Context: an optimization exercise on an open-source flow, tuned for small area, a short achievable clock period and few clock cycles. The choices shown serve that exercise and are no tape-out recipe.
Function was not checked in any run shown here: the RTL went through the layout flow alone.
Power and IR drop assume default switching activity.

==> flow/design.v, too long to show whole: its modules and the start of the top module <==
// module dot_lane_sum: 1137 lines
// module ping_ram_dot_engine: 185 lines
module ping_ram_dot_engine
#(
  parameter int unsigned ACC_W = 40,
  parameter int unsigned LEN_W = 16
) (
  input  logic                         clk,
  input  logic                         reset,
  input  logic [31:0]                  input_addr,
  input  logic [31:0]                  weight_addr,
  input  logic [31:0]                  output_addr,
  input  logic [31:0]                  data_type,
  output logic [31:0]                  finish_signal,
  output logic [26:0]                  avm_address,
  output logic                         avm_read,
  output logic                         avm_write,
  output logic [31:0]                  avm_writedata,
  output logic [3:0]                   avm_byteenable,
  output logic                         avm_burstcount,
  input  logic [31:0]                  avm_readdata,
  input  logic                         avm_readdatavalid,
  input  logic                         avm_waitrequest
);
  // ...
==> flow/flow/run.sh <==
#!/bin/bash
set -euo pipefail
bash standard.sh SETUP_SLACK_MARGIN=9 finish > make.log 2>&1
==> flow/standard.sh <==
#!/bin/bash
# synth_recipe.tcl (not shown) runs the flow's synth.tcl, then flattens the netlist and writes it again
# the make line also repeats each setting of config.mk as NAME=value (left out here)
make -C /OpenROAD-flow-scripts/flow DESIGN_CONFIG=/design/flow/config.mk WORK_HOME=/design/flow/orfs CLKGATE_MAP_FILE= SYNTH_SCRIPT=/design/flow/synth_recipe.tcl "${@:-finish}"
==> flow/config.mk <==
export PLATFORM = sky130hd
export DESIGN_NAME = ping_ram_dot_engine
export DESIGN_NICKNAME = ping_ram_dot_engine
export VERILOG_FILES = /design/flow/design.v
export SDC_FILE = /design/flow/constraint.sdc
export NUM_CORES = 4
export LEC_CHECK = 0
export ABC_AREA = 1
export CAP_MARGIN = 20
export CORE_MARGIN = 2
export CORE_UTILIZATION = 40
export PLACE_DENSITY = 0.6
export SLEW_MARGIN = 20
export TNS_END_PERCENT = 0
==> flow/constraint.sdc <==
create_clock -name core_clock -period 12.0 [get_ports {clk}]
set_input_delay 2.4000 -clock core_clock [delete_from_list [all_inputs] [get_ports {clk}]]
set_output_delay 2.4000 -clock core_clock [all_outputs]
set_load 0.01 [all_outputs]
==> impl_metrics.tcl, run 1 <==
set metrics [dict create \
    die_w_um 235 \
    design.die.area_um2 55200 \
    sequential_cell_area_um2 6900 \
    ys_dominant_reg_cell "sky130_fd_sc_hd__edfxtp_1" \
    firstDrtPassIters 5 \
    multiInputCombCellCount 1845 \
    antenna_found_initial 3 \
    status "finished clean" \
    cts_tree "done" \
    synth_seq_area_share_pct 32.3 \
    final-hold-violation-count 0 \
    power.combinational.total_uw 1960 \
    cp_data_arrival_time_ns 4.52 \
    r2r_cells 15 \
    syn-mean-instance-area_um2 7.85 \
    ratio_of_final_minimum_period_to_clock_period_pct 33.7 \
    synth-simple-area-share_pct 20.3 \
    cts_num_sinks 274 \
    swShare_pct 40.7 \
    dpl_cell_area_um2 24000 \
    synth_fa_ha_area_share_pct 19.1 \
    mostFrequentLayoutCells "sky130_fd_sc_hd__nand2_1 (598), sky130_fd_sc_hd__inv_1 (493), sky130_fd_sc_hd__nor2_1 (254)" \
    multi_input_comb_area_um2 12300 \
    routed_wl_um 69600 \
    netlist_top_cells_area "sky130_fd_sc_hd__edfxtp_1 (20%), sky130_fd_sc_hd__fa_1 (15%), sky130_fd_sc_hd__dfxtp_1 (12%)" \
    holdCritStartpoint "len_q[5]" \
    synthXorXnorAreaFrac_pct 6.94 \
    worst_path_max_delay_cell "sky130_fd_sc_hd__fa_1" \
    post_layout_power_uw 4340 \
    fin_cells 3640 \
    final_common_cell "sky130_fd_sc_hd__nand2_1" \
    timing.reg2reg.setup_slack_ns 7.96 \
    worst_setup_hold_path_clk_slew_ns 0.06 \
    top_signal_layer_used "met5" \
    report.final.setup_viol 0 \
    fin_setup_tns_ns 0 \
]
==> run 2, diff against run 1 <==
--- a/flow/config.mk
+++ b/flow/config.mk
@@ -8,7 +8,7 @@
 export ABC_AREA = 1
 export CAP_MARGIN = 20
 export CORE_MARGIN = 2
-export CORE_UTILIZATION = 40
-export PLACE_DENSITY = 0.6
+export CORE_UTILIZATION = 60
+export PLACE_DENSITY = 0.7
 export SLEW_MARGIN = 20
 export TNS_END_PERCENT = 0
==> impl_metrics.tcl, run 2 <==
set metrics [dict create \
    status "finished clean" \
    num_vias 19500 \
    report.final.setup_viol 0 \
    wire_length_of_the_first_global_routing_pass_um 106000 \
    avgViaCountPerCell 5.71 \
    synth-simple-area-share_pct 20.3 \
    globalRouteOverflowTotal 0 \
    static-leakage-power_uw 0.0122 \
    ys_dominant_reg_cell "sky130_fd_sc_hd__edfxtp_1" \
    routabilityCongestion 1.00 \
    mostFrequentLayoutCells "sky130_fd_sc_hd__nand2_1 (595), sky130_fd_sc_hd__inv_1 (491), sky130_fd_sc_hd__nor2_1 (254)" \
    largest_net_degree_at_the_start_of_global_routing 104 \
    clk_latency_ns 0.57 \
    synthXorXnorAreaFrac_pct 6.94 \
    area_delta_synth_final_pct 20.5 \
    highest_clock_frequency_the_design_can_meet_mhz 250 \
    cts_num_sinks 274 \
    net_switching_power_figure_uw 1800 \
    rsz0062_at_grt "yes" \
    synthesis.area_um2 21300 \
    netlist_top_cells_area "sky130_fd_sc_hd__edfxtp_1 (20%), sky130_fd_sc_hd__fa_1 (15%), sky130_fd_sc_hd__dfxtp_1 (12%)" \
    clock_tree.buffer_depth 3 \
    cts-root-buf "sky130_fd_sc_hd__clkbuf_16" \
    standard_cell_row_count 69 \
    fin_setup_tns_ns 0 \
    dr.first_iter.drc_count 1983 \
    compound_gate_portion_of_the_synthesized_area_pct 9.64 \
    worst-path-max-fanout 5 \
    seqPwrFrac_pct 29.3 \
    final_common_cell "sky130_fd_sc_hd__nand2_1" \
    tritoncts.num_buffers 34 \
    gr-usage-all-layers_pct 37.7 \
    filler_cell_count 2833 \
    synth_largest_area_cell "sky130_fd_sc_hd__edfxtp_1" \
    final_layout_size_suffix_gt1_share_pct 6.75 \
    worstMarginPinSlew_ns 1.10 \
    p_int_uw 2540 \
    share_of_the_synthesized_area_in_the_top_cell_type_pct 19.8 \
    synth-edff-count 141 \
    cts_tree "done" \
    drt_drc_violations_left 0 \
    peakVddDrop_mv 0.150 \
    worst_setup_hold_path_clk_slew_ns 0.07 \
    drv.max_cap_violation_count 0 \
    antenna_found_initial 3 \
    fin_nets 3333 \
    core-area_um2 35300 \
    synth_top_family_by_area "simple AND/OR/NAND/NOR gates" \
    synth_seq_area_share_pct 32.3 \
    layout_min_cycle_time_ns 4.00 \
    swShare_pct 41.5 \
    top_level_ports 262 \
    ys_ff_latch 274 \
    holdCritPathClass "flip-flop to flip-flop" \
    async_flop_share_pct 0 \
    critPathKind "flip-flop to flip-flop" \
    final_core_utilization_pct 72.8 \
    drv_slew 0 \
    mux_contribution_to_synthesized_area_pct 0 \
    ratio_of_final_minimum_period_to_clock_period_pct 33.4 \
    route.detailed.wl_per_inst_um 20.2 \
    yosysWarningCount 1 \
    post_synth_num_cell_types 47 \
    first_global_vias 19200 \
    placement.io_buffers 213 \
    initial_utilization_pct 60.4 \
    cp_data_arrival_time_ns 4.50 \
    power_frac_clock_pct 24.6 \
    design.die.area_um2 37100 \
    firstDrtPassIters 9 \
    timing.critical_path.to_type "flip-flop" \
    dp_hpwl_um 50300 \
    ctsHtreeMaxLevel 2 \
    synth.most_common_cell "sky130_fd_sc_hd__nand2_1" \
    fin_worst_skew_ns 0.0234 \
    synth_fa_ha_area_share_pct 19.1 \
    slew-limit-headroom_pct 26.4 \
    cp-start-kind "flip-flop" \
    route.antenna.remaining_nets 0 \
    final-hold-violation-count 0 \
    reg.largest.list "acc_c_q: 40 flops, acc_s_q: 40 flops, in_q: 32 flops" \
    syn_inst 2718 \
    die_y_um 193 \
    combPwrFrac_pct 46.1 \
    total_power_divided_by_cell_area_nw_per_um2 169 \
    routed_wl_um 69000 \
    syn-mean-instance-area_um2 7.85 \
    synth_common_cells "sky130_fd_sc_hd__nand2_1 (601), sky130_fd_sc_hd__inv_1 (499), sky130_fd_sc_hd__nor2_1 (257)" \
    die_w_um 193 \
    worst_ep_required_time_ns 12.49 \
    n_antenna_cell 0 \
]
run 2: cell count changes in the layout (fill, tap and decap cells not counted), moves of 4 or more:
| cell | delta |
|---|---|
| sky130_fd_sc_hd__a21oi_2 | -4 |
| sky130_fd_sc_hd__a21oi_4 | +4 |
| sky130_fd_sc_hd__buf_4 | +5 |
| sky130_fd_sc_hd__clkbuf_1 | +5 |
| sky130_fd_sc_hd__fa_1 | -4 |
| sky130_fd_sc_hd__fa_2 | +4 |
| sky130_fd_sc_hd__nand2_2 | +4 |
| sky130_fd_sc_hd__o22ai_1 | -5 |
| sky130_fd_sc_hd__o22ai_2 | +5 |
run 2: cell families (layout without fill, tap and decap cells):
group	Yosys count	after routing
AND/OR/NAND/NOR	1054	1055
buffers and inverters	618	843
AO/OA/AOI/OAI	368	368
flip-flops	274	274
adder cells (fa/ha/maj)	233	233
XOR/XNOR	169	169
other	2	20
run 2: area by class of cell:
type | instances | area (µm²) | share of cell area (%)
clock buffers | 47 | 982 | 3.82
clock inverters | 15 | 156 | 0.608
inverters | 511 | 1940 | 7.56
multi-input cells | 1845 | 12400 | 48.1
flip-flops and latches | 274 | 6900 | 26.9
well taps | 461 | 577 | 2.24
repair buffers | 270 | 2770 | 10.8
run 2: path summary, 6_finish.rpt:
path	from	endpoint	slack, ns	cells past startpoint
worst max-delay path	fmt8_q	acc_c_q[17]	8.00	15
worst max register to register	fmt8_q	acc_c_q[17]	8.00	15
worst min register to register	len_q[13]	len_q[13]	0.47	2
worst min-delay path	len_q[13]	len_q[13]	0.47	2
run 2: what timing repair did:
action                     4_1_cts  5_1_grt
buffers inserted                32        7
hold buffers                     0        0
setup endpoints to repair      398      395
gates resized for setup         71       36
pin swaps                        8       16
cloned                           7        0
run 2: per-layer routing:
metal  GRT usage, %  up-vias  share of wire, %
met5              0        -             0.057
met4           20.6        6               5.9
met3           7.49      265                10
met2           61.9     1193                47
met1           46.8     9121                37
li1               -     8945                 -
run 2: critical path: stages, from the launching register on:
cell and delay (ns):
sky130_fd_sc_hd__edfxtp_1 0.44, sky130_fd_sc_hd__buf_12 0.18, sky130_fd_sc_hd__buf_8 0.15, sky130_fd_sc_hd__o21ai_4 0.24
sky130_fd_sc_hd__o22ai_2 0.11, sky130_fd_sc_hd__xor2_1 0.19, sky130_fd_sc_hd__fa_1 0.50, sky130_fd_sc_hd__inv_1 0.06
sky130_fd_sc_hd__fa_1 0.49, sky130_fd_sc_hd__inv_1 0.06, sky130_fd_sc_hd__fa_2 0.33, sky130_fd_sc_hd__fa_1 0.49
sky130_fd_sc_hd__inv_1 0.05, sky130_fd_sc_hd__fa_1 0.49, sky130_fd_sc_hd__inv_1 0.05, sky130_fd_sc_hd__nor2_1 0.12
run 2: per-stage QoR:
stage | power (µW) | instances | worst slack [ns] | hold WS [ns] | instance area [µm²]
floorplan | 2580 | 2736 | 8.10 | 0.424 | 21500
global placement | 3130 | 3313 | 6.43 | 0.455 | 23700
detailed placement | 3200 | 3315 | 6.33 | 0.458 | 23700
CTS | 4290 | 3416 | 8.03 | 0.469 | 25500
global route | 4650 | 3423 | 7.97 | 0.482 | 25700
finish | 4340 | 3423 | 8.00 | 0.465 | 25700
run 2: power by group through the flow:
stage,clock network [µW],logic (µW),registers [µW]
after floorplan,0,1320,1260
after global placement,0,1850,1280
after detailed placement,0,1910,1290
after CTS,1070,1950,1270
after global routing,1110,2250,1290
final,1070,2000,1270

-- re-timing with driven ports --
No port has a modelled driver above. Below, the same layouts with a new extraction and two added sets of constraints.
Step 1 sets driving cells, clkbuf_16 on the clock port and buf_2 on the other inputs (assumed; they add their load-dependent delay and slew).
Step 2, shift: input delay + t, output delay - t, t = (earliest + latest rising clock arrival at the registers) / 2. This alone moves slack from input paths to output paths.
Three values: ideal ports, drivers, drivers and shift; two values: the first two.
| run | t, ns | slack for setup (ns) | worst setup path after step 2 | worst slew at a driven data input, ns |
|---|---|---|---|---|
| run 1 | 0.603 | 7.961 / 7.961 / 7.370 | input to register | 0.08 |
| run 2 | 0.615 | 7.997 / 7.973 / 7.444 | input to register | 0.14 |
After both steps setup and hold are still met in every run listed. For run 1, which loses most, drivers alone change the setup slack by 0.000 ns; drivers and shift together by -0.591 ns.
